Optimization exercise on an open flow, not production practice.
RTL: at most simulated, not proved equivalent.
Function not checked: runs 3 to 5.
The clock port is an ideal driver here.
Power: default activity.

--- design.v ---
package branch_target_buffer_pkg;
   localparam int DATA_WIDTH = 32;
   localparam logic [1:0] CTR_SNT = 2'b00;
   localparam logic [1:0] CTR_WNT = 2'b01;
   localparam logic [1:0] CTR_WT  = 2'b10;
   localparam logic [1:0] CTR_ST  = 2'b11;
endpackage
module bpred_sat_counter
(
   input  logic [1:0] ctr,
   input  logic       taken,
   input  logic       force_st,
   output logic [1:0] ctr_next
);
   always_comb begin
      ctr_next = ctr;
      if (force_st) begin
         ctr_next = branch_target_buffer_pkg::CTR_ST;
      end else if (taken) begin
         if (ctr != branch_target_buffer_pkg::CTR_ST) ctr_next = ctr + 2'd1;
      end else begin
         if (ctr != branch_target_buffer_pkg::CTR_SNT) ctr_next = ctr - 2'd1;
      end
   end
endmodule
module btb_aoi222
(
   input  logic a1, a2, b1, b2, c1, c2,
   output logic y
);
   assign y = ~((a1 & a2) | (b1 & b2) | (c1 & c2));
endmodule
module btb_nand2
(
   input  logic a, b,
   output logic y
);
   assign y = ~(a & b);
endmodule
module btb_nand3
(
   input  logic a, b, c,
   output logic y
);
   assign y = ~(a & b & c);
endmodule
module btb_nor2
(
   input  logic a, b,
   output logic y
);
   assign y = ~(a | b);
endmodule
module btb_nor3
(
   input  logic a, b, c,
   output logic y
);
   assign y = ~(a | b | c);
endmodule
module btb_nor4
(
   input  logic a, b, c, d,
   output logic y
);
   assign y = ~(a | b | c | d);
endmodule
module btb_xor2
(
   input  logic a, b,
   output logic y
);
   assign y = a ^ b;
endmodule
module btb_xnor2
(
   input  logic a, b,
   output logic y
);
   assign y = ~(a ^ b);
endmodule
module btb_a21oi
(
   input  logic a1, a2, b1,
   output logic y
);
   assign y = ~((a1 & a2) | b1);
endmodule
module btb_o21ai
(
   input  logic a1, a2, b1,
   output logic y
);
   assign y = ~((a1 | a2) & b1);
endmodule
module btb_ha
(
   input  logic a, b,
   output logic s, co
);
   assign {co, s} = {1'b0, a} + {1'b0, b};
endmodule
module btb_mux2i
(
   input  logic a0, a1, s,
   output logic y
);
   assign y = ~(s ? a1 : a0);
endmodule
module btb_mux16n
(
   input  logic [15:0] s,
   input  logic [15:0] d,
   output logic        yn
);
   logic [5:0] n;
   logic       p0, p1;
   btb_aoi222 u0 (.a1(s[0]),  .a2(d[0]),  .b1(s[1]),  .b2(d[1]),  .c1(s[2]),  .c2(d[2]),  .y(n[0]));
   btb_aoi222 u1 (.a1(s[3]),  .a2(d[3]),  .b1(s[4]),  .b2(d[4]),  .c1(s[5]),  .c2(d[5]),  .y(n[1]));
   btb_aoi222 u2 (.a1(s[6]),  .a2(d[6]),  .b1(s[7]),  .b2(d[7]),  .c1(s[8]),  .c2(d[8]),  .y(n[2]));
   btb_aoi222 u3 (.a1(s[9]),  .a2(d[9]),  .b1(s[10]), .b2(d[10]), .c1(s[11]), .c2(d[11]), .y(n[3]));
   btb_aoi222 u4 (.a1(s[12]), .a2(d[12]), .b1(s[13]), .b2(d[13]), .c1(s[14]), .c2(d[14]), .y(n[4]));
   btb_nand2  u5 (.a(s[15]), .b(d[15]), .y(n[5]));
   btb_nand3  u6 (.a(n[0]), .b(n[1]), .c(n[2]), .y(p0));
   btb_nand3  u7 (.a(n[3]), .b(n[4]), .c(n[5]), .y(p1));
   btb_nor2   u8 (.a(p0), .b(p1), .y(yn));
endmodule
module btb_tagcmp
(
   input  logic [25:0] tag_n,
   input  logic [25:0] tag,
   input  logic        valid_n,
   output logic [2:0]  grp_miss
);
   logic [26:0] mis;
   logic [8:0]  z;
   for (genvar b = 0; b < 26; b++) begin : g_b
      btb_xnor2 u_x (.a(tag_n[b]), .b(tag[b]), .y(mis[b]));
   end
   assign mis[26] = valid_n;
   for (genvar k = 0; k < 9; k++) begin : g_z
      btb_nor3 u_z (.a(mis[3*k]), .b(mis[3*k+1]), .c(mis[3*k+2]), .y(z[k]));
   end
   for (genvar k = 0; k < 3; k++) begin : g_g
      btb_nand3 u_g (.a(z[3*k]), .b(z[3*k+1]), .c(z[3*k+2]), .y(grp_miss[k]));
   end
endmodule
module btb_add32
(
   input  logic [31:0] a,
   input  logic [31:0] b,
   output logic [31:0] s
);
   logic [32:0] c;
   logic        g0;
   btb_ha u_b0 (.a(a[0]), .b(b[0]), .s(s[0]), .co(g0));
   btb_nand2 u_c1 (.a(a[0]), .b(b[0]), .y(c[1]));
   for (genvar i = 1; i < 32; i++) begin : g_b
      if (i % 2 == 1) begin : g_odd
         logic np, ng;
         btb_xnor2 u_p (.a(a[i]), .b(b[i]), .y(np));
         btb_nand2 u_g (.a(a[i]), .b(b[i]), .y(ng));
         btb_o21ai u_c (.a1(np), .a2(c[i]), .b1(ng), .y(c[i+1]));
         btb_xor2  u_s (.a(np), .b(c[i]), .y(s[i]));
      end else begin : g_even
         logic p, g;
         btb_ha    u_h (.a(a[i]), .b(b[i]), .s(p), .co(g));
         btb_a21oi u_c (.a1(p), .a2(c[i]), .b1(g), .y(c[i+1]));
         btb_xor2  u_s (.a(p), .b(c[i]), .y(s[i]));
      end
   end
endmodule
module btb_vnext
(
   input  logic clr_n,
   input  logic v,
   input  logic we,
   output logic y
);
   assign y = clr_n & (v | we);
endmodule
module branch_target_buffer
(
   input  logic        clk,
   input  logic        rst_n,
   input  logic [31:0] pc_i,
   output logic        hit_o,
   output logic        pred_taken_o,
   output logic [31:0] pred_target_o,
   input  logic        upd_valid_i,
   input  logic [31:0] upd_pc_i,
   input  logic [31:0] upd_imm_i,
   input  logic        upd_taken_i,
   input  logic        upd_jump_i,
   input  logic        flush_i
);
   logic [15:0] tbl_valid;
   logic [25:0] tbl_tag    [16];
   logic [31:0] tbl_target [16];
   logic [1:0]  tbl_ctr    [16];
   logic [15:0] lk_sel, lt_sel, up_sel;
   logic [15:0] valid_d;
   logic [15:0] we_ctr, we_tgt;
   logic        lk_valid_n, up_valid_n;
   logic [25:0] lk_tag_n, up_tag_n;
   logic [31:0] lk_target_n;
   logic        lk_ctr1_n;
   logic [1:0]  up_ctr_n;
   logic [2:0]  lk_miss, up_miss;
   logic [31:0] lk_inc_n;
   logic [3:0]  lk_taken;
   logic        up_hit;
   logic        up_tk;
   logic        up_wr;
   logic        clr_n;
   logic [1:0]  up_ctr;
   logic [1:0]  ctr_base;
   logic [1:0]  ctr_next;
   logic [31:0] up_target;
   always_comb begin
      for (int i = 0; i < 16; i++) begin
         lk_sel[i] = (pc_i[5:2] == i[3:0]);
         lt_sel[i] = (pc_i[5:2] == i[3:0]);
         up_sel[i] = (upd_pc_i[5:2] == i[3:0]);
      end
   end
   for (genvar b = 0; b < 26; b++) begin : g_tag
      logic [15:0] col;
      for (genvar i = 0; i < 16; i++) begin : g_col
         assign col[i] = tbl_tag[i][b];
      end
      btb_mux16n u_lk (.s(lk_sel), .d(col), .yn(lk_tag_n[b]));
      btb_mux16n u_up (.s(up_sel), .d(col), .yn(up_tag_n[b]));
   end
   for (genvar b = 0; b < 32; b++) begin : g_tgt
      logic [15:0] col;
      for (genvar i = 0; i < 16; i++) begin : g_col
         assign col[i] = tbl_target[i][b];
      end
      btb_mux16n u_lk (.s(lt_sel), .d(col), .yn(lk_target_n[b]));
   end
   for (genvar b = 0; b < 2; b++) begin : g_ctr
      logic [15:0] col;
      for (genvar i = 0; i < 16; i++) begin : g_col
         assign col[i] = tbl_ctr[i][b];
      end
      btb_mux16n u_up (.s(up_sel), .d(col), .yn(up_ctr_n[b]));
      if (b == 1) begin : g_lk
         btb_mux16n u_lk (.s(lk_sel), .d(col), .yn(lk_ctr1_n));
      end
   end
   btb_mux16n u_lk_valid (.s(lk_sel), .d(tbl_valid), .yn(lk_valid_n));
   btb_mux16n u_up_valid (.s(up_sel), .d(tbl_valid), .yn(up_valid_n));
   btb_tagcmp u_lk_cmp (.tag_n(lk_tag_n), .tag(pc_i[31:6]), .valid_n(lk_valid_n), .grp_miss(lk_miss));
   btb_nor3   u_hit    (.a(lk_miss[0]), .b(lk_miss[1]), .c(lk_miss[2]), .y(hit_o));
   for (genvar k = 0; k < 4; k++) begin : g_tk
      btb_nor4 u_tk (.a(lk_miss[0]), .b(lk_miss[1]), .c(lk_miss[2]), .d(lk_ctr1_n), .y(lk_taken[k]));
   end
   assign pred_taken_o = lk_taken[0];
   assign lk_inc_n = ~{pc_i[31:2] + 30'd1, pc_i[1:0]};
   for (genvar b = 0; b < 32; b++) begin : g_out
      btb_mux2i u_o (.a0(lk_inc_n[b]), .a1(lk_target_n[b]), .s(lk_taken[b / 8]), .y(pred_target_o[b]));
   end
   btb_tagcmp u_up_cmp (.tag_n(up_tag_n), .tag(upd_pc_i[31:6]), .valid_n(up_valid_n), .grp_miss(up_miss));
   assign up_hit = ~|up_miss;
   assign up_tk  = upd_taken_i || upd_jump_i;
   assign up_wr  = upd_valid_i && (up_hit || up_tk);
   assign up_ctr = ~up_ctr_n;
   assign clr_n  = rst_n && !flush_i;
   btb_add32 u_add (.a(upd_pc_i), .b(upd_imm_i), .s(up_target));
   assign ctr_base = up_hit ? up_ctr : branch_target_buffer_pkg::CTR_WNT;
   bpred_sat_counter u_ctr (
      .ctr      (ctr_base),
      .taken    (up_tk),
      .force_st (upd_jump_i),
      .ctr_next (ctr_next)
   );
   for (genvar i = 0; i < 16; i++) begin : g_ent
      assign we_ctr[i] = up_wr && up_sel[i];
      assign we_tgt[i] = upd_valid_i && up_tk && up_sel[i];
      btb_vnext u_vnext (.clr_n(clr_n), .v(tbl_valid[i]), .we(we_ctr[i]), .y(valid_d[i]));
      always_ff @(posedge clk) begin
         tbl_valid[i] <= valid_d[i];
         if (we_ctr[i]) tbl_ctr[i] <= ctr_next;
         if (we_tgt[i]) begin
            tbl_tag[i]    <= upd_pc_i[31:6];
            tbl_target[i] <= up_target;
         end
      end
   end
endmodule
--- flow/run.sh ---
#!/bin/bash
# Own layout flow: the standard flow, with these changes after synthesis.
#  - ports are buffered with buf_2 instead of the flow's default buffer;
#  - placement, repair and routing may not use buffers larger than buf_6
#    (flow/dont_use.tcl, sourced before each of those steps);
#  - the clock tree uses clkbuf_8, sink clusters of up to 14 within 60 um and no dummy loads.
# Synthesis is the standard one, run unchanged. Each step's output goes to its
# own log file here.
set -euo pipefail
DU=$PWD/flow/dont_use.tcl
bash standard.sh synth > synth.log 2>&1
bash standard.sh \
   "BUFFER_PORTS_ARGS=-buffer_cell sky130_fd_sc_hd__buf_2" \
   "CTS_ARGS=-sink_clustering_enable -repair_clock_nets -dont_use_dummy_load -buf_list sky130_fd_sc_hd__clkbuf_8 -sink_clustering_size 14 -sink_clustering_max_diameter 60" \
   "PRE_GLOBAL_PLACE_TCL=$DU" "PRE_RESIZE_TCL=$DU" "PRE_DETAIL_PLACE_TCL=$DU" \
   "PRE_CTS_TCL=$DU" "PRE_GLOBAL_ROUTE_TCL=$DU" "PRE_REPAIR_TIMING_POST_PLACE_TCL=$DU" \
   finish > finish.log 2>&1
--- config.mk ---
export PLATFORM = sky130hd
export DESIGN_NAME = branch_target_buffer
export DESIGN_NICKNAME = branch_target_buffer
export VERILOG_FILES = /design/flow/design.v
export SDC_FILE = /design/flow/constraint.sdc
export NUM_CORES = 4
export LEC_CHECK = 0
export CAP_MARGIN = 0
export CORE_MARGIN = 2
export CORE_UTILIZATION = 50
export SLEW_MARGIN = 0
export SYNTH_HIERARCHICAL = 1
--- constraint.sdc ---
create_clock -name core_clock -period 7.0 [get_ports {clk}]
set_input_delay 1.4000 -clock core_clock [delete_from_list [all_inputs] [get_ports {clk}]]
set_output_delay 1.4000 -clock core_clock [all_outputs]
set_load 0.01 [all_outputs]
--- flow/dont_use.tcl ---
set_dont_use {sky130_fd_sc_hd__buf_8 sky130_fd_sc_hd__buf_12 sky130_fd_sc_hd__buf_16 sky130_fd_sc_hd__bufbuf_8 sky130_fd_sc_hd__bufbuf_16 sky130_fd_sc_hd__clkdlybuf4s50_1 sky130_fd_sc_hd__clkdlybuf4s50_2}
--- standard.sh ---
#!/bin/bash
# synth_recipe.tcl (not shown) runs the flow's synth.tcl, then flattens the netlist and writes it again
# the make line also repeats each setting of config.mk as NAME=value (left out here)
make -C /OpenROAD-flow-scripts/flow DESIGN_CONFIG=/design/flow/config.mk WORK_HOME=/design/flow/orfs CLKGATE_MAP_FILE= SYNTH_SCRIPT=/design/flow/synth_recipe.tcl "${@:-finish}"
==> Flow_metrics.wiki, run 1 <==
{| class="wikitable"
! Metric !! Value
|-
| Run status || finished with violations
|-
| Failed layout checks || max-capacitance violations, max-slew violations
|-
| Count of clock tree sinks || 976
|-
| Most common flop cell mapped by yosys || sky130_fd_sc_hd__edfxtp_1
|-
| Dominant cell type by area after synthesis || sky130_fd_sc_hd__edfxtp_1
|-
| Total GRT Usage || 32.02%
|-
| Setup Slack @ Placement || -1.100 ns
|-
| Placed cell areas || 41360 sq um
|-
| HPWL reported at the end of detailed placement || 73140 um
|-
| Cell Int Power || 0.008008 W
|-
| Type of the worst setup path || primary input to output pin
|-
| Row cnt || about 100
|-
| Inserted Clock Buffers || 83
|-
| Most area-consuming cells after synthesis || sky130_fd_sc_hd__edfxtp_1, sky130_fd_sc_hd__a222oi_1, sky130_fd_sc_hd__nand3_1
|-
| Full die area || 78970 sq um
|-
| Post-layout total power || 0.01050 W
|-
| Net count of the finished layout || 2721
|-
| Measured slew at the worst slew-check pin || approximately 1.6 ns
|-
| Netlist Area Pre-Place || 38370 sq um
|-
| Leakage power of the design || between 10 and 15 nW
|-
| Crit path max fanout || 44
|-
| Cell area after layout || 42670 sq um
|-
| Via count of the first global-routing pass || approximately 25000
|-
| Sequential power share || 64.0%
|-
| Starting Density || 50.52%
|-
| Die boundary height || 281.0 um
|-
| Headroom to the max-slew limit || -4.989%
|-
| Pins Over Slew Limit || 26
|-
| Per-instance average area after synthesis || 17.38 sq um
|-
| Total power density per cell area || 246.1 nW/um^2
|-
| Highest attainable clock frequency || 0.1459 GHz
|-
| Shortest period the worst path allows || 6.854 ns
|-
| Via count || 26090
|-
| Number of register bits inferred by synthesis || around 1000
|-
| Setup violators final || 0
|-
| Setup TNS || 0 ns
|-
| Count of boundary I/O pins || 136
|-
| WL final || 127400 um
|-
| Share of layout cells above drive strength 1 || 15.79%
|-
| Kind of start point of the critical path || primary input
|-
| Die Width || 281.0 um
|-
| Fraction of the yosys area taken by sequential cells || 75.97%
|-
| Total congestion overflow || 0
|-
| Total of buffers placed on input and output ports || about 140
|-
| Final setup skew || 0.04162 ns
|-
| Vias per std cell || around 7
|-
| Initial antenna violation count || 7
|-
| Post-synth EDFFs || 960
|-
| Final worst-path cycle share || 97.91%
|-
| First-pass iteration count of the detailed router || 12
|-
| Leading post-synthesis cells by instance count || sky130_fd_sc_hd__edfxtp_1, sky130_fd_sc_hd__a222oi_1, sky130_fd_sc_hd__nand3_1
|-
| Average wire length per cell after detail routing || about 35 um
|-
| Core area || roughly 76000 sq um
|-
| Asr flop ratio synth || 0%
|-
| Hold Worst Slack || around 0.49 ns
|-
| Area overhead of the layout relative to synthesis || 11.21%
|-
| Latest clock arrival within the worst-skew pair || 0.71 ns
|-
| Final Hold Viols || 0
|-
| Final weighted congestion in routability-driven placement || 0.8688
|-
| Minimum setup slack in the final design || 0.1460 ns
|-
| Cells after synthesis || around 2200
|-
| Net switching share of the total power || a little under a quarter
|-
| Number of max-cap violations || 1
|-
| Global-route wire length before repair || 179500 um
|-
| Combinational fraction of design power || approximately 9.0%
|-
| Worst-path clk slew || 0.08 ns
|-
| Tightest Hold Check Type || register to register
|-
| Iteration-0 DRC count of the detailed router || 5594
|-
| Antenna violation net count after detailed routing || 0
|-
| Clock Power Share || 27.0%
|-
| Kind of capture point of the worst setup path || output pin
|-
| Number of different library cells in the post-synthesis netlist || 35
|-
| TritonCTS clock tree || done
|-
| Arrival time of data at the critical path endpoint || ~5.5 ns
|-
| Power dissipated by switching net loads || 0.002494 W
|-
| Top cell type's share of synthesized area || 75.13%
|-
| Net count after synthesis || 2330
|-
| Maximum vdd drop || 160.1 uV
|-
| Cell with the most instances after synthesis || sky130_fd_sc_hd__edfxtp_1
|-
| Maximum number of pins on one net before global-route repair || 47
|-
| Remaining DRCs || 0
|-
| Warning count from the yosys run || 11
|-
| Worst endpoint required time || 5.60 ns
|}
Yosys stat by module, one instance, submodules excluded, excerpt:
module | cells | copies in the design | cell area (sq um) | flip-flops and latches
branch_target_buffer | 1162 | 1 | 30270 | 976
btb_a21oi | 1 | 15 | 8.758 | 0
btb_aoi222 | 1 | 445 | 10.01 | 0
btb_nand2 | 1 | 105 | 3.754 | 0
btb_nand3 | 1 | 184 | 5.005 | 0
btb_nor2 | 1 | 89 | 3.754 | 0
btb_nor3 | 1 | 19 | 10.01 | 0
btb_nor4 | 1 | 4 | 12.51 | 0
btb_o21ai | 1 | 15 | 5.005 | 0
btb_xnor2 | 1 | 68 | 8.758 | 0
btb_xor2 | 1 | 31 | 8.758 | 0
worst max-delay path, stage by stage:
cell and delay, ns:
sky130_fd_sc_hd__buf_2 0.26, sky130_fd_sc_hd__nor2b_1 0.33, sky130_fd_sc_hd__and2_4 0.81, sky130_fd_sc_hd__a222oi_1 0.21, sky130_fd_sc_hd__nand3_1 0.17, sky130_fd_sc_hd__nor2_1 0.09, sky130_fd_sc_hd__xnor2_1 0.14, sky130_fd_sc_hd__nor3_2 0.36
sky130_fd_sc_hd__nand3_1 0.42, sky130_fd_sc_hd__nor4_4 0.36, sky130_fd_sc_hd__buf_2 0.38, sky130_fd_sc_hd__mux2i_1 0.29, sky130_fd_sc_hd__buf_2 0.17
metal layers:
layer	vias up	track usage [%]	share of wire, %
met5	-	0	0.018
met4	4	12.86	3.8
met3	280	6.634	13
met2	1987	50.60	46
met1	13280	43.65	37
li1	10540	-	-
worst paths after layout:
| kind | start | end | slack [ns] | cells past startpoint |
|---|---|---|---|---|
| max | pc_i[5] | pred_target_o[6] | 0.15 | 13 |
| min | tbl_valid[10]$_DFF_P_ | tbl_valid[10]$_DFF_P_ | 0.49 | 1 |
| max reg2reg | tbl_tag[12][15]$_DFFE_PP_ | tbl_ctr[10][0]$_DFFE_PP_ | 3.57 | 9 |
| min reg2reg | tbl_valid[10]$_DFF_P_ | tbl_valid[10]$_DFF_P_ | 0.49 | 1 |
cells in the final DEF, fill, tap and decap left out, types with 7 or more instances in the layout:
master / netlist / final
sky130_fd_sc_hd__buf_4: 0 / 35
sky130_fd_sc_hd__a222oi_1: 445 / 445
sky130_fd_sc_hd__o21ai_2: 1 / 7
sky130_fd_sc_hd__ha_1: 20 / 20
sky130_fd_sc_hd__nand4_1: 8 / 8
sky130_fd_sc_hd__nor2_1: 129 / 112
sky130_fd_sc_hd__nor2_4: 0 / 16
sky130_fd_sc_hd__nor3_2: 19 / 19
sky130_fd_sc_hd__nand2_1: 126 / 126
sky130_fd_sc_hd__nor2b_1: 7 / 7
sky130_fd_sc_hd__o21a_1: 16 / 16
sky130_fd_sc_hd__dfxtp_1: 16 / 16
sky130_fd_sc_hd__buf_1: 0 / 77
sky130_fd_sc_hd__clkbuf_8: 0 / 83
sky130_fd_sc_hd__inv_1: 22 / 20
sky130_fd_sc_hd__o21ai_1: 15 / 8
sky130_fd_sc_hd__and2_4: 0 / 10
sky130_fd_sc_hd__mux2i_1: 32 / 32
sky130_fd_sc_hd__xor2_1: 56 / 52
sky130_fd_sc_hd__xnor2_1: 71 / 71
sky130_fd_sc_hd__nand3_1: 202 / 202
sky130_fd_sc_hd__edfxtp_1: 960 / 960
sky130_fd_sc_hd__a21oi_2: 15 / 12
sky130_fd_sc_hd__buf_2: 4 / 197
through the flow:
step / util (%) / cells
2_1_floorplan: - / 2208
3_3_place_gp: 54.46 / 3539
3_5_place_dp: 54.46 / 3539
4_1_cts: 56.01 / 3622
5_1_grt: 56.18 / 3629
6_report: 56.18 / 3630
sequential cells by signal (all words and copies together), names as in the netlist:
name / cells
tbl_ctr: 32
tbl_target: 512
tbl_valid: 16
tbl_tag: 416
power by group through the flow:
stage	clock network, W	registers, W	logic (W)
3_3_place_gp	0	0.00685	0.000882
3_5_place_dp	0	0.00685	0.000902
4_1_cts	0.00288	0.00672	0.000909
6_report	0.00284	0.00672	0.000944
5_1_grt	0.00308	0.00673	0.00100
2_1_floorplan	0	0.00684	0.000484
cells by family (layout without fill, tap and decap cells):
kind of cell	Yosys count	in the layout	share of synthesized area, %
xor gates and xnor gates	127	128	2.899
other	0	3	0
adders and majority gates	20	20	0.6522
AOI/OAI and AO/OA	494	494	12.51
buffers and inverters	27	415	0.2772
and+or+nand+nor	532	532	6.858
muxes	32	32	0.8348
DFF	976	976	75.97
cell type report:
cell class	count	area, sq um
diodes	3	7.507
clock buffers	83	1142
fillers	6017	33280
inverters	22	83.83
multi-input cells	1206	9454
flip-flops and latches	976	29150
well taps	1030	1289
repair buffers	310	1543
timing repair:
action | CTS | global route
gates cloned | 0 | 1
endpoints found under the setup margin | 48 | 96
hold buffers | 0 | 0
pin swaps | 2 | 9
resized for setup | 4 | 14
buffers inserted | 0 | 4
==> inputs of run 2 (changes only) <==
--- a/config.mk
+++ b/config.mk
@@ -7,6 +7,6 @@
 export LEC_CHECK = 0
-export CAP_MARGIN = 0
+export CAP_MARGIN = 5
 export CORE_MARGIN = 2
 export CORE_UTILIZATION = 50
-export SLEW_MARGIN = 0
+export SLEW_MARGIN = 5
 export SYNTH_HIERARCHICAL = 1
==> run 2 against run 1 <==
  * Now clean on timing, DRC and antenna
  * Power barely moved
  * Global-route usage barely moved
  * Via count rose by 0.11%
  * Clock power barely moved
  * Critical path type unchanged
  * Routed wire length fell by 0.25%
  * Hold slack improved by 0.0045 ns
  * Utilization barely moved
  * Synthesized cell count did not move
==> Flow_metrics.wiki, run 2 <==
{| class="wikitable"
! Metric !! Value
|-
| Run status || timing/DRC/antenna clean
|-
| Average wire length per cell after detail routing || 35.04 um (-0.17%)
|-
| Registers with the most flip-flops || tbl_target x512, tbl_tag x416, tbl_ctr x32
|-
| Power dissipated by switching net loads || 0.002500 W (+0.25%)
|-
| Most area-consuming cells after synthesis || sky130_fd_sc_hd__edfxtp_1, sky130_fd_sc_hd__a222oi_1, sky130_fd_sc_hd__nand3_1
|-
| Adder and majority cell fraction of the synthesized area || 0.6522% (unchanged)
|-
| Initial antenna violation count || 3 (-4)
|-
| Register ranked first by flip-flop count || tbl_target
|-
| Shortest period the worst path allows || 6.828 ns (-0.02593 ns)
|-
| Measured slew at the worst slew-check pin || 1.322 ns (-0.2486 ns)
|-
| Row cnt || 101 (unchanged)
|-
| Final worst-path cycle share || 97.54% (-0.37 points)
|-
| Leakage power of the design || 13.55 nW (about the same)
|-
| Most common flop cell mapped by yosys || sky130_fd_sc_hd__edfxtp_1
|-
| First-pass iteration count of the detailed router || 10 (-2)
|-
| TritonCTS clock tree || done
|-
| Filler cell count || 6022 (+0.083%)
|-
| Cell with the most instances after synthesis || sky130_fd_sc_hd__edfxtp_1
|-
| Type of the worst setup path || primary input to output pin
|-
| Basic-gate share of the synthesized area counting and, or, nand and nor cells || 6.858% (unchanged)
|-
| Netlist Area Pre-Place || 38370 sq um (unchanged)
|-
| Top cell type's share of synthesized area || 75.13% (unchanged)
|-
| Count of clock tree sinks || 976 (unchanged)
|-
| Headroom to the max-slew limit || 11.74% (+17 points)
|-
| Utilization of the core after routing || 56.15% (about the same)
|-
| Number of max-cap violations || 0 (-1)
|-
| Final Hold Viols || 0 (unchanged)
|-
| Arrival time of data at the critical path endpoint || 5.43 ns (-0.02 ns)
|-
| Tightest Hold Check Type || register to register
|-
| Worst-path clk slew || 0.10 ns (+0.02 ns)
|-
| Die Width || 281.0 um (unchanged)
|-
| Die boundary height || 281.0 um (unchanged)
|-
| Main combinational cell family by area after synthesis || compound AO/OA/AOI/OAI gates
|-
| Maximum number of pins on one net before global-route repair || 47 (unchanged)
|-
| Leading post-synthesis cells by instance count || sky130_fd_sc_hd__edfxtp_1, sky130_fd_sc_hd__a222oi_1, sky130_fd_sc_hd__nand3_1
|-
| Highest attainable clock frequency || 0.1465 GHz (+0.38%)
|-
| Inserted Clock Buffers || 82 (-1.2%)
|-
| Setup Slack @ Placement || -1.003 ns (+0.09730 ns)
|-
| Fraction of the yosys area taken by sequential cells || 75.97% (unchanged)
|-
| Total power density per cell area || 246.1 nW/um^2 (about the same)
|-
| Commonest non-fill, non-tap cell in the layout || sky130_fd_sc_hd__edfxtp_1
|-
| Maximum vdd drop || 190.2 uV (+19%)
|-
| Core area || 75950 sq um (unchanged)
|-
| Dominant cell type by area after synthesis || sky130_fd_sc_hd__edfxtp_1
|-
| Count of hold-fix buffers inserted at cts || 0 (unchanged)
|-
| Final setup skew || 0.04664 ns (+0.005018 ns)
|-
| Total congestion overflow || 0 (unchanged)
|-
| Remaining DRCs || 0 (unchanged)
|-
| Net switching share of the total power || 23.82% (+0.074 points)
|-
| Worst endpoint required time || 5.60 ns (about the same)
|-
| Final weighted congestion in routability-driven placement || 0.8688 (unchanged)
|-
| Setup violators final || 0 (unchanged)
|-
| Kind of capture point of the worst setup path || output pin
|-
| Kind of start point of the critical path || primary input
|-
| XOR/XNOR share of the synthesized area || 2.899% (unchanged)
|-
| Via count || 26120 (+0.11%)
|-
| Clock Power Share || 27.0% (about the same)
|-
| Net count after synthesis || 2330 (unchanged)
|-
| Antenna violation net count after detailed routing || 0 (unchanged)
|-
| Combinational fraction of design power || 8.9% (about the same)
|-
| Per-instance average area after synthesis || 17.38 sq um (unchanged)
|-
| RSZ-0062 raised after global routing || false
|-
| Sequential power share || 64.0% (about the same)
|-
| Cell Int Power || 0.007995 W (-0.16%)
|-
| Pins Over Slew Limit || 0 (-100%)
|-
| Minimum setup slack in the final design || 0.1720 ns (+0.02593 ns)
|-
| Net count of the finished layout || 2718 (-0.11%)
|-
| Max reg flops || 512 (unchanged)
|-
| Area overhead of the layout relative to synthesis || 11.15% (about the same)
|-
| Crit path max fanout || 41 (-6.8%)
|-
| Latest clock arrival within the worst-skew pair || 0.72 ns (about the same)
|-
| Share of layout cells above drive strength 1 || 15.81% (+0.018 points)
|-
| Starting Density || 50.52% (unchanged)
|-
| Number of different library cells in the post-synthesis netlist || 35 (unchanged)
|-
| Cells after synthesis || 2208 (unchanged)
|-
| Via count of the first global-routing pass || 25660 (+1.0%)
|-
| WL final || 127100 um (-0.25%)
|-
| HPWL reported at the end of detailed placement || 73570 um (+0.58%)
|-
| Asr flop ratio synth || 0% (unchanged)
|-
| Post-synth EDFFs || 960 (unchanged)
|-
| Count of boundary I/O pins || 136 (unchanged)
|-
| Warning count from the yosys run || 11 (unchanged)
|-
| Number of register bits inferred by synthesis || 976 (unchanged)
|-
| Vias per std cell || 7.201 (+0.19%)
|-
| Total GRT Usage || 31.99% (about the same)
|-
| Full die area || 78970 sq um (unchanged)
|-
| Iteration-0 DRC count of the detailed router || 5394 (-3.6%)
|-
| Share of cell area taken by muxes after synthesis || 0.8348% (unchanged)
|-
| Commonest cells after routing, fill and taps aside || sky130_fd_sc_hd__edfxtp_1, sky130_fd_sc_hd__a222oi_1, sky130_fd_sc_hd__nand3_1
|-
| Global-route wire length before repair || 179600 um (about the same)
|-
| Total of buffers placed on input and output ports || 135 (unchanged)
|-
| Synthesized-area fraction occupied by ao, oa, aoi and oai cells || 12.51% (unchanged)
|}
## run 2: final timing paths
kind / from / cells after the start / end / slack [ns]
worst max register to register: tbl_tag[6][15]$_DFFE_PP_ / 11 / tbl_ctr[6][0]$_DFFE_PP_ / 3.68
worst min-delay path: tbl_valid[10]$_DFF_P_ / 1 / tbl_valid[10]$_DFF_P_ / 0.49
worst min register to register: tbl_valid[10]$_DFF_P_ / 1 / tbl_valid[10]$_DFF_P_ / 0.49
worst max-delay path: pc_i[5] / 13 / pred_target_o[6] / 0.17
## run 2: worst max-delay path: stages
cell and delay (ns):
sky130_fd_sc_hd__buf_2 0.26, sky130_fd_sc_hd__nor2b_1 0.33, sky130_fd_sc_hd__and2_4 0.73, sky130_fd_sc_hd__a222oi_1 0.28
sky130_fd_sc_hd__nand3_1 0.15, sky130_fd_sc_hd__nor2_1 0.09, sky130_fd_sc_hd__xnor2_1 0.14, sky130_fd_sc_hd__nor3_2 0.36
sky130_fd_sc_hd__nand3_1 0.42, sky130_fd_sc_hd__nor4_4 0.36, sky130_fd_sc_hd__buf_2 0.37, sky130_fd_sc_hd__mux2i_1 0.28
sky130_fd_sc_hd__buf_2 0.16
## run 2: per-layer routing
layer	global-route usage, %	part of all wire (%)	vias to the layer above
met2	50.77	46	2018
met3	6.459	12	312
li1	-	-	10530
met1	43.46	37	13250
met4	13.04	3.9	0
met5	0	0	-
## run 2: Yosys stat by module, one instance, submodules excluded, excerpt
| module | area (sq um) | flops+latches | cells inside | copies in the design |
|---|---|---|---|---|
| btb_a21oi | 8.758 | 0 | 1 | 15 |
| bpred_sat_counter | 36.28 | 0 | 7 | 1 |
| btb_nor2 | 3.754 | 0 | 1 | 89 |
| btb_nor4 | 12.51 | 0 | 1 | 4 |
| btb_vnext | 7.507 | 0 | 1 | 16 |
| btb_nand3 | 5.005 | 0 | 1 | 184 |
| btb_o21ai | 5.005 | 0 | 1 | 15 |
| btb_aoi222 | 10.01 | 0 | 1 | 445 |
| btb_mux2i | 10.01 | 0 | 1 | 32 |
| btb_nor3 | 10.01 | 0 | 1 | 19 |
| btb_xnor2 | 8.758 | 0 | 1 | 68 |
| btb_xor2 | 8.758 | 0 | 1 | 31 |
| branch_target_buffer | 30270 | 976 | 1162 | 1 |
| btb_ha | 12.51 | 0 | 1 | 16 |
| btb_nand2 | 3.754 | 0 | 1 | 105 |
## run 2: what timing repair did
item / in CTS / in global routing
pin swaps: 0 / 3
setup endpoints to repair: 35 / 96
gates cloned: 0 / 1
gates resized for setup: 4 / 12
buffers inserted: 0 / 1
## run 2: kinds of logic after synthesis
| group | Yosys count |
|---|---|
| AO/OA/AOI/OAI | 494 |
| XOR/XNOR | 127 |
| multiplexers | 32 |
| adder cells (fa/ha/maj) | 20 |
| buffers and inverters | 27 |
| flip-flops | 976 |
| AND/OR/NAND/NOR | 532 |
## run 2: stage by stage
step	hold slack, ns	setup TNS, ns	instance area, sq um	power [W]	cells
finish	0.4922	0	42650	0.01050	3627
global route	0.5058	0	42640	0.01079	3626
CTS	0.4889	0	42540	0.01049	3622
detailed placement	0.4660	-67.69	41380	0.007756	3540
global placement	0.4573	-49.72	41360	0.007728	3539
floorplan	0.4470	0	38380	0.007327	2208
## run 2: power groups by stage
stage | Combinational (W) | Sequential, W | Clock [W]
after global placement | 0.000882 | 0.00685 | 0
final | 0.000939 | 0.00672 | 0.00284
after detailed placement | 0.000903 | 0.00685 | 0
after floorplan | 0.000484 | 0.00684 | 0
after global routing | 0.00100 | 0.00673 | 0.00306
after CTS | 0.000909 | 0.00672 | 0.00286
## run 2: cell type report
| cell class | instances | area, sq um | share of cell area (%) |
|---|---|---|---|
| repair buffers | 308 | 1546 | 3.626 |
| clock buffers | 82 | 1129 | 2.646 |
| flip-flops and latches | 976 | 29150 | 68.35 |
| inverters | 22 | 83.83 | 0.1966 |
| multi-input cells | 1206 | 9443 | 22.14 |
| well taps | 1030 | 1289 | 3.022 |
| diodes | 3 | 7.507 | 0.01760 |
==> inputs of run 3 (changes only) <==
--- a/design.v
+++ b/design.v
@@ -147,2 +147,32 @@
 endmodule
+module btb_or3
+(
+   input  logic a, b, c,
+   output logic y
+);
+   assign y = a | b | c;
+endmodule
+module btb_tagcmp_s
+(
+   input  logic [25:0] tag_n,
+   input  logic [25:0] tag,
+   input  logic        valid_n,
+   output logic [2:0]  grp_miss
+);
+   logic [23:0] eq;
+   logic [1:0]  mis;
+   logic [8:0]  m;
+   for (genvar b = 0; b < 24; b++) begin : g_b
+      btb_xor2 u_x (.a(tag_n[b]), .b(tag[b]), .y(eq[b]));
+   end
+   btb_xnor2 u_x24 (.a(tag_n[24]), .b(tag[24]), .y(mis[0]));
+   btb_xnor2 u_x25 (.a(tag_n[25]), .b(tag[25]), .y(mis[1]));
+   for (genvar k = 0; k < 8; k++) begin : g_m
+      btb_nand3 u_m (.a(eq[3*k]), .b(eq[3*k+1]), .c(eq[3*k+2]), .y(m[k]));
+   end
+   btb_or3 u_m8 (.a(mis[0]), .b(mis[1]), .c(valid_n), .y(m[8]));
+   for (genvar k = 0; k < 3; k++) begin : g_g
+      btb_or3 u_g (.a(m[3*k]), .b(m[3*k+1]), .c(m[3*k+2]), .y(grp_miss[k]));
+   end
+endmodule
 module btb_add32
@@ -263,3 +293,3 @@
    end
-   btb_tagcmp u_up_cmp (.tag_n(up_tag_n), .tag(upd_pc_i[31:6]), .valid_n(up_valid_n), .grp_miss(up_miss));
+   btb_tagcmp_s u_up_cmp (.tag_n(up_tag_n), .tag(upd_pc_i[31:6]), .valid_n(up_valid_n), .grp_miss(up_miss));
    assign up_hit = ~|up_miss;
--- a/config.mk
+++ b/config.mk
@@ -7,6 +7,6 @@
 export LEC_CHECK = 0
-export CAP_MARGIN = 5
+export CAP_MARGIN = 20
 export CORE_MARGIN = 2
 export CORE_UTILIZATION = 50
-export SLEW_MARGIN = 5
+export SLEW_MARGIN = 20
 export SYNTH_HIERARCHICAL = 1
==> run 3 against run 2 <==
  * Critical path depth rose by 1
  * Critical endpoint is now pred_target_o[13]
  * Final cell count rose by 1.3%
  * Sequential power barely moved
  * Clock skew rose by 0.0034 ns
  * Routed wire length fell by 0.45%
  * Combinational power fell by 1%
  * Die area barely moved
  * Hold slack got worse by 0.0019 ns
  * Synthesized area fell by 0.10%
  * Largest power group unchanged
  * Register-to-register slack got worse by 0.22 ns
  * Cell area rose by 0.68%
==> Flow_metrics.wiki, run 3 <==
{| class="wikitable"
! Metric !! Value
|-
| Worst endpoint required time || 5.60 ns (about the same)
|-
| TritonCTS clock tree || done
|-
| Most common flop cell mapped by yosys || sky130_fd_sc_hd__edfxtp_1
|-
| Warning count from the yosys run || 11 (unchanged)
|-
| Tightest Hold Check Type || register to register
|-
| Die Width || 280.9 um (about the same)
|-
| Final worst-path cycle share || 98.28% (+0.74 points)
|-
| Registers with the most flip-flops || tbl_target x512, tbl_tag x416, tbl_ctr x32
|-
| Setup Slack @ Placement || -1.413 ns (-0.4100 ns)
|-
| Die boundary height || 280.9 um (about the same)
|-
| Net count of the finished layout || 2766 (+1.8%)
|-
| Share of layout cells above drive strength 1 || 16.99% (+1.2 points)
|-
| Antenna violation net count after detailed routing || 0 (unchanged)
|-
| First-pass iteration count of the detailed router || 10 (unchanged)
|-
| Row cnt || 101 (unchanged)
|-
| Core area || 75950 sq um (unchanged)
|-
| Final Hold Viols || 0 (unchanged)
|-
| Worst-path clk slew || 0.08 ns (-0.02 ns)
|-
| Average wire length per cell after detail routing || 34.44 um (-1.7%)
|-
| Maximum vdd drop || 145.3 uV (-24%)
|-
| Netlist Area Pre-Place || 38330 sq um (-0.10%)
|-
| Highest attainable clock frequency || 0.1454 GHz (-0.75%)
|-
| HPWL reported at the end of detailed placement || 77580 um (+5.5%)
|-
| Vias per std cell || 7.046 (-2.2%)
|-
| Number of register bits inferred by synthesis || 976 (unchanged)
|-
| Cell with the most instances after synthesis || sky130_fd_sc_hd__edfxtp_1
|-
| Maximum number of pins on one net before global-route repair || 46 (-2.1%)
|-
| Inserted Clock Buffers || 81 (-1.2%)
|-
| Cells after synthesis || 2208 (unchanged)
|-
| Total congestion overflow || 0 (unchanged)
|-
| Shortest period the worst path allows || 6.880 ns (+0.05179 ns)
|-
| Leakage power of the design || 13.80 nW (+1.9%)
|-
| Iteration-0 DRC count of the detailed router || 5459 (+1.2%)
|-
| Crit path max fanout || 42 (+2.4%)
|-
| Setup TNS || 0 ns (unchanged)
|-
| Via count of the first global-routing pass || 25560 (-0.39%)
|-
| Kind of start point of the critical path || primary input
|-
| Global-route wire length before repair || 178800 um (-0.43%)
|-
| Fraction of the yosys area taken by sequential cells || 76.05% (+0.079 points)
|-
| Dominant cell type by area after synthesis || sky130_fd_sc_hd__edfxtp_1
|-
| Number of different library cells in the post-synthesis netlist || 36 (+2.9%)
|-
| Kind of capture point of the worst setup path || output pin
|-
| Final weighted congestion in routability-driven placement || 0.8454 (-2.7%)
|-
| Latest clock arrival within the worst-skew pair || 0.72 ns (about the same)
|-
| Total GRT Usage || 31.94% (-0.044 points)
|-
| Leading post-synthesis cells by instance count || sky130_fd_sc_hd__edfxtp_1, sky130_fd_sc_hd__a222oi_1, sky130_fd_sc_hd__nand3_1
|-
| Post-synth EDFFs || 960 (unchanged)
|-
| Most area-consuming cells after synthesis || sky130_fd_sc_hd__edfxtp_1, sky130_fd_sc_hd__a222oi_1, sky130_fd_sc_hd__nand3_1
|-
| Initial antenna violation count || 5 (+2)
|-
| Starting Density || 50.47% (-0.053 points)
|-
| Post-layout total power || 0.01044 W (-0.49%)
|-
| Net count after synthesis || 2330 (unchanged)
|-
| Max reg flops || 512 (unchanged)
|-
| Headroom to the max-slew limit || 20.47% (+8.7 points)
|-
| Number of max-cap violations || 0 (unchanged)
|-
| Total power density per cell area || 243.2 nW/um^2 (-1.2%)
|-
| Run status || timing/DRC/antenna clean
|-
| Pins Over Slew Limit || 0 (unchanged)
|-
| Via count || 25890 (-0.88%)
|-
| Remaining DRCs || 0 (unchanged)
|-
| Commonest non-fill, non-tap cell in the layout || sky130_fd_sc_hd__edfxtp_1
|-
| Final setup skew || 0.05009 ns (+0.003444 ns)
|-
| WL final || 126500 um (-0.45%)
|-
| Full die area || 78890 sq um (about the same)
|-
| Setup violators final || 0 (unchanged)
|-
| Cell area after layout || 42940 sq um (+0.68%)
|-
| Minimum setup slack in the final design || 0.1202 ns (-0.05179 ns)
|-
| Total of buffers placed on input and output ports || 135 (unchanged)
|-
| RSZ-0062 raised after global routing || true
|-
| Type of the worst setup path || primary input to output pin
|-
| Register ranked first by flip-flop count || tbl_target
|-
| Count of hold-fix buffers inserted at cts || 0 (unchanged)
|-
| Count of clock tree sinks || 976 (unchanged)
|-
| Arrival time of data at the critical path endpoint || 5.48 ns (+0.05 ns)
|-
| Count of boundary I/O pins || 136 (unchanged)
|-
| Commonest cells after routing, fill and taps aside || sky130_fd_sc_hd__edfxtp_1, sky130_fd_sc_hd__a222oi_1, sky130_fd_sc_hd__buf_2
|-
| Per-instance average area after synthesis || 17.36 sq um (-0.10%)
|-
| Placed cell areas || 41570 sq um (+0.47%)
|-
| Measured slew at the worst slew-check pin || 1.190 ns (-0.1324 ns)
|-
| Top cell type's share of synthesized area || 75.21% (+0.078 points)
|-
| Asr flop ratio synth || 0% (unchanged)
|-
| Area overhead of the layout relative to synthesis || 12.03%
|}
-- run 3: cell count changes in the layout (fill, tap and decap cells not counted), moves of 5 or more --
cell	change
sky130_fd_sc_hd__nor3_2	-9
sky130_fd_sc_hd__buf_4	+11
sky130_fd_sc_hd__xnor2_1	-24
sky130_fd_sc_hd__nand3_1	+5
sky130_fd_sc_hd__buf_2	+20
sky130_fd_sc_hd__xor2_1	+13
sky130_fd_sc_hd__buf_1	+14
sky130_fd_sc_hd__xor2_2	+11
-- run 3: power by group --
group	total, W	internal, W	switching [W]
clock network	0.00280	0.00104	0.00176
registers	0.00672	0.00668	0.0000361
logic	0.000928	0.000267	0.000661
-- run 3: what timing repair did --
item | CTS | global route
setup buffers | 5 | 3
pin swaps | 2 | 4
endpoints found under the setup margin | 64 | 96
resized for setup | 9 | 9
-- run 3: through the flow --
step / hold WS, ns / std cells / util, %
final: 0.4903 / 3674 / 56.53
after global routing: 0.5103 / 3673 / 56.53
after CTS: 0.4900 / 3667 / 56.33
after detailed placement: 0.4714 / 3581 / 54.73
after global placement: 0.4582 / 3577 / 54.67
after floorplan: 0.4470 / 2208 / -
-- run 3: final timing paths --
path         cells after the start  slack, ns                     start                 endpoint
max                             14       0.12                   pc_i[2]        pred_target_o[13]
min                              1       0.49      tbl_valid[5]$_DFF_P_     tbl_valid[5]$_DFF_P_
max reg2reg                     10       3.46  tbl_tag[0][12]$_DFFE_PP_  tbl_ctr[4][1]$_DFFE_PP_
min reg2reg                      1       0.49      tbl_valid[5]$_DFF_P_     tbl_valid[5]$_DFF_P_
-- run 3: kinds of logic after synthesis --
kind of cell               Yosys count  share of synthesized area, %
DFF                                976                         76.05
and+or+nand+nor                    532                         6.761
AOI/OAI and AO/OA                  494                         12.52
xor gates and xnor gates           127                         2.902
muxes                               32                        0.8357
buffers and inverters               27                        0.2775
adders and majority gates           20                        0.6529
-- run 3: critical path: stages --
cell	delay, ns
sky130_fd_sc_hd__buf_2	0.15
sky130_fd_sc_hd__inv_1	0.11
sky130_fd_sc_hd__ha_1	0.24
sky130_fd_sc_hd__and2_4	0.72
sky130_fd_sc_hd__a222oi_1	0.29
sky130_fd_sc_hd__nand3_1	0.19
sky130_fd_sc_hd__nor2_1	0.08
sky130_fd_sc_hd__xnor2_1	0.13
sky130_fd_sc_hd__nor3_2	0.31
sky130_fd_sc_hd__nand3_1	0.40
sky130_fd_sc_hd__nor4_4	0.39
sky130_fd_sc_hd__buf_4	0.35
sky130_fd_sc_hd__mux2i_1	0.42
sky130_fd_sc_hd__buf_2	0.22
-- run 3: layout make-up --
class / instances / area, sq um
multi-input combinational: 1205 / 9457
timing repair buffer: 358 / 1841
sequential: 976 / 29150
tap: 1030 / 1289
inverter: 22 / 83.83
clock buffer: 81 / 1115
fill: 5990 / 33010
antenna: 2 / 5.005
-- run 3: modules after synthesis, one instance, submodules excluded, excerpt --
module                area [sq um]  cells  times used
bpred_sat_counter            36.28      7           1
branch_target_buffer         30270   1162           1
btb_a21oi                    8.758      1          15
btb_aoi222                   10.01      1         445
btb_nand2                    3.754      1         105
btb_nor3                     10.01      1          10
btb_o21ai                    5.005      1          15
btb_xor2                     8.758      1          55
-- run 3: metal layers --
layer	global-route usage, %	up-vias	share of wire (%)
li1	-	10620	-
met2	50.22	1869	46
met4	13.55	6	4.3
met3	6.326	345	13
met5	0	-	0.037
met1	43.75	13040	37
==> inputs of run 4 (changes only) <==
--- a/design.v
+++ b/design.v
@@ -230,3 +230,3 @@
    logic [1:0]  tbl_ctr    [16];
-   logic [15:0] lk_sel, lt_sel, up_sel;
+   logic [15:0] lk_sel, up_sel;
    logic [15:0] valid_d;
@@ -252,3 +252,2 @@
          lk_sel[i] = (pc_i[5:2] == i[3:0]);
-         lt_sel[i] = (pc_i[5:2] == i[3:0]);
          up_sel[i] = (upd_pc_i[5:2] == i[3:0]);
@@ -269,3 +268,3 @@
       end
-      btb_mux16n u_lk (.s(lt_sel), .d(col), .yn(lk_target_n[b]));
+      btb_mux16n u_lk (.s(lk_sel), .d(col), .yn(lk_target_n[b]));
    end
==> run 4 against run 3 <==
  * Sequential power about the same
  * Non-clock buffer count unchanged
  * Register-to-register slack barely moved
  * Critical endpoint unchanged
  * Largest cell class unchanged
  * Highest routed layer unchanged
==> Flow_metrics.wiki, run 4 <==
{| class="wikitable"
! Metric !! Value
|-
| Remaining DRCs || 0 (unchanged)
|-
| Cell with the most instances after synthesis || sky130_fd_sc_hd__edfxtp_1
|-
| Final weighted congestion in routability-driven placement || 0.8454 (unchanged)
|-
| WL final || 126500 um (unchanged)
|-
| Maximum vdd drop || 145.3 uV (unchanged)
|-
| Placed cell areas || 41570 sq um (unchanged)
|-
| Per-instance average area after synthesis || 17.36 sq um (unchanged)
|-
| Worst-path clk slew || 0.08 ns (about the same)
|-
| Worst path slowest cell || sky130_fd_sc_hd__and2_4
|-
| Net switching share of the total power || 23.55% (unchanged)
|-
| First-pass iteration count of the detailed router || 10 (unchanged)
|-
| Power dissipated by switching net loads || 0.002459 W (unchanged)
|-
| Dominant delay contributor by cell family on the critical path || simple AND/OR/NAND/NOR gates
|-
| Registers with the most flip-flops || tbl_target x512, tbl_tag x416, tbl_ctr x32
|-
| Count of clock tree sinks || 976 (unchanged)
|-
| Dominant cell type by area after synthesis || sky130_fd_sc_hd__edfxtp_1
|-
| Max reg flops || 512 (unchanged)
|-
| Full die area || 78890 sq um (unchanged)
|-
| Kind of capture point of the worst setup path || output pin
|-
| Highest attainable clock frequency || 0.1454 GHz (unchanged)
|-
| Core area || 75950 sq um (unchanged)
|-
| Count of boundary I/O pins || 136 (unchanged)
|-
| Global-route wire length before repair || 178800 um (unchanged)
|-
| Commonest non-fill, non-tap cell in the layout || sky130_fd_sc_hd__edfxtp_1
|-
| Iteration-0 DRC count of the detailed router || 5459 (unchanged)
|-
| HPWL reported at the end of detailed placement || 77580 um (unchanged)
|-
| Asr flop ratio synth || 0% (unchanged)
|-
| Total power density per cell area || 243.2 nW/um^2 (unchanged)
|-
| Net count after synthesis || 2330 (unchanged)
|-
| Filler cell count || 5990 (unchanged)
|-
| Die Width || 280.9 um (unchanged)
|-
| Die boundary height || 280.9 um (unchanged)
|-
| Most common flop cell mapped by yosys || sky130_fd_sc_hd__edfxtp_1
|-
| Arrival time of data at the critical path endpoint || 5.48 ns (about the same)
|-
| Vias per std cell || 7.046 (unchanged)
|-
| Number of different library cells in the post-synthesis netlist || 36 (unchanged)
|-
| Number of max-cap violations || 0 (unchanged)
|-
| Kind of start point of the critical path || primary input
|-
| Final setup skew || 0.05009 ns (unchanged)
|-
| Maximum number of pins on one net before global-route repair || 46 (unchanged)
|-
| Antenna violation net count after detailed routing || 0 (unchanged)
|-
| Pins Over Slew Limit || 0 (unchanged)
|-
| Inserted Clock Buffers || 81 (unchanged)
|-
| Worst-path cell chain || buf_2 > inv_1 > ha_1 > and2_4 > a222oi_1 > nand3_1 > nor2_1 > xnor2_1 > nor3_2 > nand3_1 > nor4_4 > buf_4 > mux2i_1 > buf_2
|-
| Starting Density || 50.47% (unchanged)
|-
| RSZ-0062 raised after global routing || true
|-
| Cells after synthesis || 2208 (unchanged)
|-
| Hold Worst Slack || 0.4903 ns (unchanged)
|-
| Sequential power share || 64.3% (about the same)
|-
| Total GRT Usage || 31.94% (unchanged)
|-
| Cell Int Power || 0.007985 W (unchanged)
|-
| Via count || 25890 (unchanged)
|-
| Via count of the first global-routing pass || 25560 (unchanged)
|-
| Share of layout cells above drive strength 1 || 16.99% (unchanged)
|-
| Final Hold Viols || 0 (unchanged)
|-
| Number of buffers and inverters on the critical path || 4 (unchanged)
|-
| Latest clock arrival within the worst-skew pair || 0.72 ns (about the same)
|-
| Initial antenna violation count || 5 (unchanged)
|-
| Run status || timing/DRC/antenna clean
|-
| Post-synth EDFFs || 960 (unchanged)
|-
| Shortest period the worst path allows || 6.880 ns (unchanged)
|-
| Number of register bits inferred by synthesis || 976 (unchanged)
|-
| Measured slew at the worst slew-check pin || 1.190 ns (unchanged)
|-
| Type of the worst setup path || primary input to output pin
|-
| Row cnt || 101 (unchanged)
|-
| Total congestion overflow || 0 (unchanged)
|-
| Worst endpoint required time || 5.60 ns (about the same)
|-
| Top cell type's share of synthesized area || 75.21% (unchanged)
|-
| Setup violators final || 0 (unchanged)
|-
| Cell area after layout || 42940 sq um (unchanged)
|-
| Leading post-synthesis cells by instance count || sky130_fd_sc_hd__edfxtp_1, sky130_fd_sc_hd__a222oi_1, sky130_fd_sc_hd__nand3_1
|-
| Most area-consuming cells after synthesis || sky130_fd_sc_hd__edfxtp_1, sky130_fd_sc_hd__a222oi_1, sky130_fd_sc_hd__nand3_1
|-
| Peak per-stage delay on the critical path || 0.72 ns (about the same)
|-
| Warning count from the yosys run || 11 (unchanged)
|-
| Register ranked first by flip-flop count || tbl_target
|-
| Combinational fraction of design power || 8.9% (about the same)
|-
| Leakage power of the design || 13.80 nW (unchanged)
|-
| Area overhead of the layout relative to synthesis || 12.03% (unchanged)
|-
| Commonest cells after routing, fill and taps aside || sky130_fd_sc_hd__edfxtp_1, sky130_fd_sc_hd__a222oi_1, sky130_fd_sc_hd__buf_2
|-
| TritonCTS clock tree || done
|-
| Count of hold-fix buffers inserted at cts || 0 (unchanged)
|-
| Crit path max fanout || 42 (unchanged)
|-
| Netlist Area Pre-Place || 38330 sq um (unchanged)
|-
| Headroom to the max-slew limit || 20.47% (unchanged)
|-
| Tightest Hold Check Type || register to register
|-
| Fraction of the yosys area taken by sequential cells || 76.05% (unchanged)
|-
| Clock Power Share || 26.8% (about the same)
|-
| Net count of the finished layout || 2766 (unchanged)
|-
| Final worst-path cycle share || 98.28% (unchanged)
|-
| Average wire length per cell after detail routing || 34.44 um (unchanged)
|-
| Total of buffers placed on input and output ports || 135 (unchanged)
|}
## run 4: cell counts in the layout (fill, tap and decap cells not counted)
Identical to the previous run, type by type.
## run 4: layer usage
| metal | track usage (%) | wire length [um] | vias to the layer above |
|---|---|---|---|
| li1 | - | - | 10620 |
| met3 | 6.326 | 16000 | 345 |
| met1 | 43.75 | 47100 | 13040 |
| met2 | 50.22 | 57910 | 1869 |
| met5 | 0 | 47 | - |
| met4 | 13.55 | 5472 | 6 |
## run 4: final timing paths
check	start	end	slack, ns	depth (start not counted)
worst min-delay path	tbl_valid[5]$_DFF_P_	tbl_valid[5]$_DFF_P_	0.49	1
worst max-delay path	pc_i[2]	pred_target_o[13]	0.12	14
worst min register to register	tbl_valid[5]$_DFF_P_	tbl_valid[5]$_DFF_P_	0.49	1
worst max register to register	tbl_tag[0][12]$_DFFE_PP_	tbl_ctr[4][1]$_DFFE_PP_	3.46	10
## run 4: worst reg2reg max path: cells and delay by family, from the launching register on
family / cells / cell delay, ns
AND/OR/NAND/NOR: 6 / 1.44
AO/OA/AOI/OAI: 2 / 0.87
flip-flops: 1 / 0.41
buffers and inverters: 1 / 0.32
XOR/XNOR: 1 / 0.29
## run 4: Yosys stat by module (local to each module, per instance), excerpt
module                flip-flops and latches  copies in the design  cells
btb_ha                                     0                    16      1
btb_a21oi                                  0                    15      1
bpred_sat_counter                          0                     1      7
btb_nor3                                   0                    10      1
btb_xnor2                                  0                    44      1
btb_xor2                                   0                    55      1
btb_mux2i                                  0                    32      1
branch_target_buffer                     976                     1   1162
btb_nor2                                   0                    89      1
btb_aoi222                                 0                   445      1
btb_or3                                    0                     4      1
## run 4: power groups by stage
stage / sequential, W / combinational [W] / clock [W]
final: 0.00672 / 0.000928 / 0.00280
after global placement: 0.00685 / 0.000859 / 0
after global routing: 0.00673 / 0.000995 / 0.00302
after CTS: 0.00672 / 0.000897 / 0.00284
after detailed placement: 0.00685 / 0.000880 / 0
after floorplan: 0.00684 / 0.000470 / 0
## run 4: cells by family after synthesis
logic type | synth area share, %
simple gates | 6.761
mux | 0.8357
xor+xnor | 2.902
compound gates | 12.52
flops | 76.05
buf+inv | 0.2775
fa+ha+maj | 0.6529
## run 4: metrics by stage
stage	TNS [ns]	instances	utilization, %	power (W)	worst slack, ns
floorplan	0	2208	-	0.007313	0.09876
global placement	-87.46	3577	54.67	0.007705	-1.182
detailed placement	-113.08	3581	54.73	0.007733	-1.413
CTS	0	3667	56.33	0.01045	0.04041
global route	-1.473	3673	56.53	0.01074	-0.05228
finish	0	3674	56.53	0.01044	0.1202
## run 4: area by class of cell
class,instances,area (sq um),area share [%]
Timing Repair Buffer,358,1841,4.287
Multi-Input combinational cell,1205,9457,22.02
Clock buffer,81,1115,2.596
Sequential cell,976,29150,67.88
Inverter,22,83.83,0.1952
Antenna cell,2,5.005,0.01166
Tap cell,1030,1289,3.001
## run 4: what timing repair did
action	4_1_cts	5_1_grt
resized for setup	9	9
setup endpoints to repair	64	96
gates cloned	0	0
setup buffers	5	3
pin swaps	2	4
==> inputs of run 5 (changes only) <==
--- a/design.v
+++ b/design.v
@@ -230,3 +230,3 @@
    logic [1:0]  tbl_ctr    [16];
-   logic [15:0] lk_sel, up_sel;
+   logic [15:0] lk_sel, lt_sel, up_sel;
    logic [15:0] valid_d;
@@ -252,2 +252,3 @@
          lk_sel[i] = (pc_i[5:2] == i[3:0]);
+         lt_sel[i] = (pc_i[5:2] == i[3:0]);
          up_sel[i] = (upd_pc_i[5:2] == i[3:0]);
@@ -268,3 +269,3 @@
       end
-      btb_mux16n u_lk (.s(lk_sel), .d(col), .yn(lk_target_n[b]));
+      btb_mux16n u_lk (.s(lt_sel), .d(col), .yn(lk_target_n[b]));
    end
--- a/flow/run.sh
+++ b/flow/run.sh
@@ -5,3 +5,3 @@
 #    (flow/dont_use.tcl, sourced before each of those steps);
-#  - the clock tree uses clkbuf_8, sink clusters of up to 14 within 60 um and no dummy loads.
+#  - the clock tree uses clkbuf_4, sink clusters of up to 8 within 60 um and no dummy loads.
 # Synthesis is the standard one, run unchanged. Each step's output goes to its
@@ -13,3 +13,3 @@
    "BUFFER_PORTS_ARGS=-buffer_cell sky130_fd_sc_hd__buf_2" \
-   "CTS_ARGS=-sink_clustering_enable -repair_clock_nets -dont_use_dummy_load -buf_list sky130_fd_sc_hd__clkbuf_8 -sink_clustering_size 14 -sink_clustering_max_diameter 60" \
+   "CTS_ARGS=-sink_clustering_enable -repair_clock_nets -dont_use_dummy_load -buf_list sky130_fd_sc_hd__clkbuf_4 -sink_clustering_size 8 -sink_clustering_max_diameter 60" \
    "PRE_GLOBAL_PLACE_TCL=$DU" "PRE_RESIZE_TCL=$DU" "PRE_DETAIL_PLACE_TCL=$DU" \
--- a/config.mk
+++ b/config.mk
@@ -7,6 +7,6 @@
 export LEC_CHECK = 0
-export CAP_MARGIN = 20
+export CAP_MARGIN = 5
 export CORE_MARGIN = 2
 export CORE_UTILIZATION = 50
-export SLEW_MARGIN = 20
+export SLEW_MARGIN = 5
 export SYNTH_HIERARCHICAL = 1
==> run 5 against run 4 <==
  * Combinational power shrank 1%
  * First-iteration DRC count grew 1.7%
  * Still clean on timing, DRC and antenna
  * Die area is the same
  * Global-route usage grew 0.39 points
  * Synthesized area is the same
  * Clock skew grew 0.019 ns
  * Maximum frequency grew 1.1%
  * Non-clock buffer count shrank 14
  * Critical path type unchanged
  * Largest cell class unchanged
==> Flow_metrics.wiki, run 5 <==
{| class="wikitable"
! Metric !! Value
|-
| Run status || timing/DRC/antenna clean
|-
| Number of placed instances, taps included || 3577 (-0.11%)
|-
| Sequential power share || 64.8% (+0.5 points)
|-
| Total power density per cell area || 242.7 nW/um^2 (-0.20%)
|-
| Number of post-CTS setup repair buffers || 0 (-5)
|-
| Vias per std cell || 7.099 (+0.76%)
|-
| Footprint of the flip-flops and latches || 29150 sq um (unchanged)
|-
| Area of combinational cells with multiple inputs || 9400 sq um (-0.60%)
|-
| Final setup skew || 0.06957 ns (+0.01949 ns)
|-
| Combinational fraction of design power || 8.8% (about the same)
|-
| Register ranked first by flip-flop count || tbl_target
|-
| HPWL reported at the end of detailed placement || 77060 um (-0.68%)
|-
| Total congestion overflow || 0 (unchanged)
|-
| Dominant cell type by area after synthesis || sky130_fd_sc_hd__edfxtp_1
|-
| Setup Slack @ Placement || -1.383 ns (+0.02910 ns)
|-
| Remaining DRCs || 0 (unchanged)
|-
| Timing startpoint of the critical path || pc_i[2]
|-
| Asr flop ratio synth || 0% (unchanged)
|-
| Share of layout cells above drive strength 1 || 17.85% (+0.86 points)
|-
| TritonCTS clock tree || done
|-
| Die boundary height || 280.9 um (unchanged)
|-
| Max reg flops || 512 (unchanged)
|-
| Setup violators final || 0 (unchanged)
|-
| Headroom to the max-slew limit || 9.570% (-11 points)
|-
| Commonest cells after routing, fill and taps aside || sky130_fd_sc_hd__edfxtp_1, sky130_fd_sc_hd__a222oi_1, sky130_fd_sc_hd__buf_2
|-
| Net count of the finished layout || 2813 (+1.7%)
|-
| Filler cell count || 6029 (+0.65%)
|-
| Commonest non-fill, non-tap cell in the layout || sky130_fd_sc_hd__edfxtp_1
|-
| Fraction of the yosys area taken by sequential cells || 76.05% (unchanged)
|-
| Iteration-0 DRC count of the detailed router || 5552 (+1.7%)
|-
| Non-filler cells in the finished layout || 3720 (+1.3%)
|-
| Final Hold Viols || 0 (unchanged)
|-
| Leakage power of the design || 13.78 nW (-0.12%)
|-
| Power dissipated by switching net loads || 0.002505 W (+1.8%)
|-
| Number of different library cells in the post-synthesis netlist || 36 (unchanged)
|-
| Kind of start point of the critical path || primary input
|-
| Die Width || 280.9 um (unchanged)
|-
| Count of hold-fix buffers inserted at cts || 0 (unchanged)
|-
| Total of buffers placed on input and output ports || 135 (unchanged)
|-
| Minimum setup slack in the final design || 0.1932 ns (+0.07302 ns)
|-
| FF-to-FF End || tbl_ctr[1][1]$_DFFE_PP_
|-
| Initial antenna violation count || 6 (+1)
|-
| Count of boundary I/O pins || 136 (unchanged)
|-
| Cells after synthesis || 2208 (unchanged)
|-
| Starting Density || 50.47% (unchanged)
|-
| Latest clock arrival within the worst-skew pair || 1.04 ns (+0.32 ns)
|-
| Hold Worst Slack || 0.4897 ns (-0.0006300 ns)
|-
| Number of max-cap violations || 0 (unchanged)
|-
| Netlist Area Pre-Place || 38330 sq um (unchanged)
|-
| Per-instance average area after synthesis || 17.36 sq um (unchanged)
|-
| Clock Power Share || 26.3% (-0.5 points)
|-
| Shortest period the worst path allows || 6.807 ns (-0.07302 ns)
|-
| R2R Path Start || tbl_tag[12][12]$_DFFE_PP_
|-
| Most common flop cell mapped by yosys || sky130_fd_sc_hd__edfxtp_1
|-
| Hold Path Depth || 1 (unchanged)
|-
| Warning count from the yosys run || 11 (unchanged)
|-
| Final worst-path cycle share || 97.24% (-1.0 points)
|-
| Type of the worst setup path || primary input to output pin
|-
| Final weighted congestion in routability-driven placement || 0.8454 (unchanged)
|-
| Full die area || 78890 sq um (unchanged)
|-
| Core area || 75950 sq um (unchanged)
|-
| Via count || 26410 (+2.0%)
|-
| Setup TNS || 0 ns (unchanged)
|-
| Maximum number of pins on one net before global-route repair || 46 (unchanged)
|-
| Pins Over Slew Limit || 0 (unchanged)
|-
| Maximum vdd drop || 130.2 uV (-10%)
|-
| Highest attainable clock frequency || 0.1469 GHz (+1.1%)
|-
| Crit path max fanout || 11 (-74%)
|-
| Inserted Clock Buffers || 140 (+73%)
|-
| Tightest Hold Check Type || register to register
|-
| Area overhead of the layout relative to synthesis || 11.40%
|-
| Register-to-register setup slack || 3.49 ns (+0.03 ns)
|-
| Cell with the most instances after synthesis || sky130_fd_sc_hd__edfxtp_1
|-
| Post-synth EDFFs || 960 (unchanged)
|-
| Antenna violation net count after detailed routing || 0 (unchanged)
|-
| Worst endpoint required time || 5.60 ns (about the same)
|-
| Count of clock tree sinks || 976 (unchanged)
|-
| Net switching share of the total power || 24.16% (+0.62 points)
|-
| First-pass iteration count of the detailed router || 12 (+2)
|-
| Total GRT Usage || 32.33% (+0.39 points)
|-
| Top cell type's share of synthesized area || 75.21% (unchanged)
|-
| Worst-path clk slew || 0.09 ns (about the same)
|-
| Leading post-synthesis cells by instance count || sky130_fd_sc_hd__edfxtp_1, sky130_fd_sc_hd__a222oi_1, sky130_fd_sc_hd__nand3_1
|-
| Number of register bits inferred by synthesis || 976 (unchanged)
|-
| Average wire length per cell after detail routing || 34.35 um (-0.26%)
|-
| Cell Int Power || 0.007860 W (-1.6%)
|-
| Row cnt || 101 (unchanged)
|-
| Global-route wire length before repair || 180500 um (+0.93%)
|-
| Worst Reg2Reg Path Length in Cells || 10 (unchanged)
|-
| Registers with the most flip-flops || tbl_target x512, tbl_tag x416, tbl_ctr x32
|-
| Kind of capture point of the worst setup path || output pin
|-
| Measured slew at the worst slew-check pin || 1.353 ns (+0.1631 ns)
|-
| Most area-consuming cells after synthesis || sky130_fd_sc_hd__edfxtp_1, sky130_fd_sc_hd__a222oi_1, sky130_fd_sc_hd__nand3_1
|-
| Post-layout total power || 0.01037 W (-0.76%)
|-
| Critical path capture point || pred_target_o[13]
|-
| WL final || 127800 um (+0.99%)
|-
| Arrival time of data at the critical path endpoint || 5.41 ns (-0.07 ns)
|-
| Via count of the first global-routing pass || 26010 (+1.7%)
|-
| Net count after synthesis || 2330 (unchanged)
|}
run 5: logic make-up (layout without fill, tap and decap cells):
| logic type | Yosys count | after routing | share of synthesized area [%] |
|---|---|---|---|
| compound gates | 494 | 494 | 12.52 |
| xor+xnor | 127 | 129 | 2.902 |
| mux | 32 | 32 | 0.8357 |
| flops | 976 | 976 | 76.05 |
| other cells | 0 | 1 | 0 |
| simple gates | 532 | 532 | 6.761 |
| fa+ha+maj | 20 | 20 | 0.6529 |
| buf+inv | 27 | 506 | 0.2775 |
run 5: timing repair:
action | 4_1_cts | 5_1_grt
setup endpoints to repair | 48 | 96
gates resized for setup | 3 | 10
pin swaps | 0 | 2
gates cloned | 0 | 2
run 5: worst min-delay path by stage:
stage                          from                    to  slack [ns]
4_1_cts        tbl_valid[1]$_DFF_P_  tbl_valid[1]$_DFF_P_        0.49
5_1_grt        tbl_valid[3]$_DFF_P_  tbl_valid[3]$_DFF_P_        0.51
6_report       tbl_valid[1]$_DFF_P_  tbl_valid[1]$_DFF_P_        0.49
2_1_floorplan  tbl_valid[0]$_DFF_P_  tbl_valid[0]$_DFF_P_        0.45
3_5_place_dp   tbl_valid[8]$_DFF_P_  tbl_valid[8]$_DFF_P_        0.47
3_3_place_gp   tbl_valid[5]$_DFF_P_  tbl_valid[5]$_DFF_P_        0.46
run 5: critical path, stage by stage:
cell and delay, ns:
sky130_fd_sc_hd__buf_2 0.17, sky130_fd_sc_hd__ha_1 0.24, sky130_fd_sc_hd__nor3b_4 0.68, sky130_fd_sc_hd__buf_4 0.36, sky130_fd_sc_hd__a222oi_1 0.15, sky130_fd_sc_hd__nand3_1 0.12, sky130_fd_sc_hd__nor2_1 0.06, sky130_fd_sc_hd__xnor2_1 0.14
sky130_fd_sc_hd__nor3_2 0.30, sky130_fd_sc_hd__nand3_1 0.39, sky130_fd_sc_hd__nor4_4 0.39, sky130_fd_sc_hd__buf_4 0.33, sky130_fd_sc_hd__mux2i_1 0.43, sky130_fd_sc_hd__buf_2 0.22
run 5: power groups by stage:
stage	registers, W	clock network, W	logic (W)
final	0.00672	0.00273	0.000915
after global routing	0.00673	0.00298	0.000978
after CTS	0.00672	0.00278	0.000885
after detailed placement	0.00685	0	0.000881
after global placement	0.00685	0	0.000859
after floorplan	0.00684	0	0.000470
run 5: per-stage QoR:
step,cell area [sq um],util (%)
finish,42700,56.22
global route,42700,56.22
CTS,42590,56.08
detailed placement,41520,54.67
global placement,41520,54.67
floorplan,38340,-
run 5: per-module statistics from Yosys (local to each module, per instance), excerpt:
module                cells inside  cell area (sq um)  times used  flip-flops and latches
branch_target_buffer          1162              30270           1                     976
bpred_sat_counter                7              36.28           1                       0
btb_ha                           1              12.51          16                       0
btb_nor4                         1              12.51           4                       0
btb_mux2i                        1              10.01          32                       0
btb_aoi222                       1              10.01         445                       0
btb_nor3                         1              10.01          10                       0
btb_xnor2                        1              8.758          44                       0
btb_xor2                         1              8.758          55                       0
btb_vnext                        1              7.507          16                       0
btb_or3                          1              6.256           4                       0
btb_o21ai                        1              5.005          15                       0
btb_nand3                        1              5.005         189                       0
btb_nand2                        1              3.754         105                       0
btb_nor2                         1              3.754          89                       0
run 5: metal layers:
layer  vias to the layer above  track usage (%)  part of all wire, %
met1                     13180            43.95                   37
met5                         -                0                0.010
met4                         2            12.89                  3.8
met2                      2099            51.41                   46
li1                      10790                -                    -
met3                       334            6.617                   13
run 5: area by class of cell:
| cell class | instances | area share (%) |
|---|---|---|
| well taps | 1030 | 3.018 |
| diodes | 1 | 0.005861 |
| inverters | 22 | 0.1963 |
| multi-input cells | 1207 | 22.02 |
| flip-flops and latches | 976 | 68.26 |
| clock buffers | 140 | 2.461 |
| repair buffers | 344 | 4.038 |
